Context: an optimization exercise on an open-source flow, tuned for small area. The choices shown serve that exercise and are no tape-out recipe. Only simulation tests tie the RTL to the original design; equivalence was not proved. Power figures rest on the tool's default switching activity, not on a simulated workload.

Setup of build 3:
## fta_credit_gate_top
module fta_credit_gate_top (
  input  logic         clk_i,
  input  logic         rst_i,
  input  logic         m_req_cyc,
  input  logic         m_req_stb,
  input  logic         m_req_we,
  input  logic [2:0]   m_req_cti,
  input  logic [2:0]   m_req_pri,
  input  logic [7:0]   m_req_tid,
  input  logic [15:0]  m_req_asid,
  input  logic [31:0]  m_req_adr,
  input  logic [31:0]  m_req_sel,
  input  logic [255:0] m_req_dat,
  input  logic         m_req_ctag,
  output logic         m_stall_o,
  output logic         s_req_cyc,
  output logic         s_req_stb,
  output logic         s_req_we,
  output logic [2:0]   s_req_cti,
  output logic [2:0]   s_req_pri,
  output logic [7:0]   s_req_tid,
  output logic [15:0]  s_req_asid,
  output logic [31:0]  s_req_adr,
  output logic [31:0]  s_req_sel,
  output logic [255:0] s_req_dat,
  output logic         s_req_ctag,
  input  logic         s_resp_ack,
  input  logic         s_resp_next,
  input  logic         s_resp_stall,
  input  logic         s_resp_rty,
  input  logic [1:0]   s_resp_err,
  input  logic [2:0]   s_resp_pri,
  input  logic [7:0]   s_resp_tid,
  input  logic [15:0]  s_resp_asid,
  input  logic [31:0]  s_resp_adr,
  input  logic [255:0] s_resp_dat,
  input  logic         s_resp_ctag,
  output logic         m_resp_ack,
  output logic         m_resp_next,
  output logic         m_resp_stall,
  output logic         m_resp_rty,
  output logic [1:0]   m_resp_err,
  output logic [2:0]   m_resp_pri,
  output logic [7:0]   m_resp_tid,
  output logic [15:0]  m_resp_asid,
  output logic [31:0]  m_resp_adr,
  output logic [255:0] m_resp_dat,
  output logic         m_resp_ctag,
  input  logic         m_pop_i,
  output logic         ovf_o
);
For scale: ~4300 cells after synthesis, ~1400 I/O pins, about 94000 um2 of cells after synthesis.
==> flow/config.mk <==
export PLATFORM = sky130hd
export DESIGN_NAME = fta_credit_gate_top
export DESIGN_NICKNAME = fta_credit_gate_top
export VERILOG_FILES = /design/flow/design.v
export SDC_FILE = /design/flow/constraint.sdc
export NUM_CORES = 4
export LEC_CHECK = 0
export ABC_AREA = 1
export CAP_MARGIN = 20
export CORE_MARGIN = 2
export CORE_UTILIZATION = 55
export SLEW_MARGIN = 20
==> flow/constraint.sdc <==
create_clock -name core_clock -period 6.0 [get_ports {clk_i}]
set_input_delay 1.2000 -clock core_clock [delete_from_list [all_inputs] [get_ports {clk_i}]]
set_output_delay 1.2000 -clock core_clock [all_outputs]
set_load 0.01 [all_outputs]
standard.sh (not shown) runs the stock make flow with config.mk's settings and CLKGATE_MAP_FILE= SYNTH_SCRIPT=/design/flow/synth_recipe.tcl, a recipe that flattens the netlist after the stock synthesis.
==> flow/flow/run.sh <==
#!/bin/bash
# Own layout flow: the standard synthesis, then the combinational logic
# (not the registers) re-mapped to cells with a stronger area-oriented abc
# script, then the standard ORFS layout with smaller port buffers and a
# leaner clock tree.  Each tool writes its log into this folder.
set -euo pipefail
HERE=$(pwd)
FLOWDIR=$HERE/flow
RES=$HERE/orfs/results/$FLOW_PLATFORM/fta_credit_gate_top/base
OBJ=$HERE/orfs/objects/$FLOW_PLATFORM/fta_credit_gate_top/base
LIB=$FLOW_HOME/platforms/$FLOW_PLATFORM/lib/sky130_fd_sc_hd__tt_025C_1v80.lib

# 1. standard synthesis, unchanged
bash standard.sh synth > log_1_synth.txt 2>&1

# 2. re-map the combinational logic; registers, their names and cells stay
cp $RES/1_2_yosys.v $HERE/std_1_2_yosys.v
DU=$(grep -o -- "-dont_use [A-Za-z0-9_]*" $HERE/orfs/logs/$FLOW_PLATFORM/fta_credit_gate_top/base/1_2_yosys.log | sort -u | tr '\n' ' ')
sed -e "s#@LIB@#$LIB#g" -e "s#@IN@#$HERE/std_1_2_yosys.v#" -e "s#@TOP@#$FLOW_TOP#" \
    -e "s#@ABCSCRIPT@#$FLOWDIR/remap.abc#" -e "s#@DU@#$DU#" -e "s#@CONSTR@#$OBJ/abc.constr#" \
    -e "s#@OUT@#$HERE/remap_1_2_yosys.v#" $FLOWDIR/remap.ys.in > $HERE/remap.ys
yosys -l $HERE/log_2_remap.txt -q $HERE/remap.ys > /dev/null 2>&1
cp $HERE/remap_1_2_yosys.v $RES/1_2_yosys.v
rm -f $RES/1_synth.odb $RES/1_synth.sdc

# 3. layout
export BUFFER_PORTS_ARGS="-buffer_cell sky130_fd_sc_hd__buf_1"
export CTS_ARGS="-sink_clustering_enable -repair_clock_nets -dont_use_dummy_load -buf_list sky130_fd_sc_hd__clkbuf_8 -sink_clustering_size 18 -sink_clustering_max_diameter 60"
bash standard.sh finish > log_3_layout.txt 2>&1
==> flow/flow/remap.abc <==
strash
&get -n
&dch -f
&nf -R 1000
&put
==> flow/flow/remap.ys.in <==
read_liberty -ignore_miss_func @LIB@
read_verilog @IN@
hierarchy -top @TOP@
blackbox =sky130_fd_sc_hd__*df* =sky130_fd_sc_hd__conb_1
flatten
opt_clean -purge
abc -script @ABCSCRIPT@ -liberty @LIB@ @DU@ -constr @CONSTR@ -D 6000
opt_clean -purge
hilomap -singleton -hicell sky130_fd_sc_hd__conb_1 HI -locell sky130_fd_sc_hd__conb_1 LO
insbuf -buf sky130_fd_sc_hd__buf_4 A X
splitnets
opt_clean -purge
stat -liberty @LIB@
write_verilog -noattr -noexpr -nohex -nodec @OUT@
Build 3 finished every step from synthesis to the final layout, and the layout passed the timing, DRC and antenna checks.
Modified inputs, build 19 compared to build 3
-- flow/flow/run.sh --
<<< build 3, line 26
# 3. layout
export BUFFER_PORTS_ARGS="-buffer_cell sky130_fd_sc_hd__buf_1"
export CTS_ARGS="-sink_clustering_enable -repair_clock_nets -dont_use_dummy_load -buf_list sky130_fd_sc_hd__clkbuf_8 -sink_clustering_size 18 -sink_clustering_max_diameter 60"
bash standard.sh finish > log_3_layout.txt 2>&1
>>> build 19, line 26
# 3. layout
export BUFFER_PORTS_ARGS="-buffer_cell sky130_fd_sc_hd__buf_1"
export CTS_ARGS="-sink_clustering_enable -repair_clock_nets -dont_use_dummy_load -buf_list sky130_fd_sc_hd__clkbuf_8 -sink_clustering_size 16 -sink_clustering_max_diameter 50"
bash standard.sh finish > log_3_layout.txt 2>&1
-- flow/config.mk --
<<< build 3, line 7
export LEC_CHECK = 0
export ABC_AREA = 1
export CAP_MARGIN = 20
export CORE_MARGIN = 2
export CORE_UTILIZATION = 55
export SLEW_MARGIN = 20
>>> build 19, line 7
export LEC_CHECK = 0
export ABC_AREA = 1
export CAP_MARGIN = 10
export CORE_MARGIN = 2
export CORE_UTILIZATION = 65
export SLEW_MARGIN = 10
Delta (build 19 minus build 3): worst setup slack +0.19 ns; count of non-CTS buffers in the layout went down.
Higher global routing met3 resource utilization among build 19 and build 3: build 19
Looking at clock network fraction of total power, build 19 sits 0.5 points higher than build 3 does.
From build 3 to build 19 the numbers moved as follows: via count of the routed design about even, sequential share of layout area rose 0.23 points, final area about even, initial core utilization rose 10 points, die outline width fell about 8%.
The following lists how build 95 was set up differently from build 19:
==> flow/run.sh (new file) <==
#!/bin/bash
# synth_recipe.tcl (not shown) runs the flow's synth.tcl, then flattens the netlist and writes it again
# the make line also repeats each setting of config.mk as NAME=value (left out here)
make -C /OpenROAD-flow-scripts/flow DESIGN_CONFIG=/design/flow/config.mk WORK_HOME=/design/flow/orfs CLKGATE_MAP_FILE= SYNTH_SCRIPT=/design/flow/synth_recipe.tcl finish
-- flow/config.mk --
<<< build 19, line 7
export LEC_CHECK = 0
export ABC_AREA = 1
export CAP_MARGIN = 10
export CORE_MARGIN = 2
export CORE_UTILIZATION = 65
export SLEW_MARGIN = 10
>>> build 95, line 7
export LEC_CHECK = 0
export ABC_AREA = 1
export CAP_MARGIN = 20
export CORE_MARGIN = 2
export CORE_UTILIZATION = 55
export CTS_BUF_LIST = sky130_fd_sc_hd__clkbuf_8
export CTS_CLUSTER_DIAMETER = 60
export CTS_CLUSTER_SIZE = 18
export SLEW_MARGIN = 20
removed: flow/flow/run.sh
removed: flow/flow/remap.abc
removed: flow/flow/remap.ys.in
removed: flow/standard.sh
Findings:
- When build 95 is set beside build 19, its logic gate share of total power turns out to be 5.4 points larger.
- Comparing build 95 and build 19, the higher worst-case setup margin in the final layout was measured on build 19.
- For via count, dividing the value from build 19 by the value from build 95 gives 0.898.
- Reported for build 95 and build 19, number of gates resized after cts turned out identical to the last digit.
- First-pass iteration count of the detailed router in build 95 is 7 lower than in build 19

[separate check: timing with driven ports]
The results above use ideal ports. As a check the final layouts listed here were re-extracted and re-timed, cells and wires unchanged.
Step 1 assumes that a clkbuf_16 drives the clock port and a buf_2 every other input.
Step 2 adds t to the input delays and takes it off the output delays; t is the mean of the earliest and latest rising clock arrival at the registers after step 1. Input paths then give back, and output paths get back, about the clock's delay inside the block.
Three values: ideal ports, drivers, drivers and shift; two values: the first two.
run	shift t [ns]	setup slack, ns	hold slack, ns	worst data-port slew with drivers (ns)	pins driven straight from the clock port
build 3	1.050	0.739 / 0.650 / 1.701	0.196 / 0.231 / 0.527	0.44	1
build 19	1.026	0.932 / 0.842 / 1.868	0.245 / 0.247 / 0.492	0.47	1
build 95	1.092	0.190 / 0.096 / 1.188	0.495 / 0.495 / 0.495	0.40	1
After both steps setup and hold are still met in every run listed.
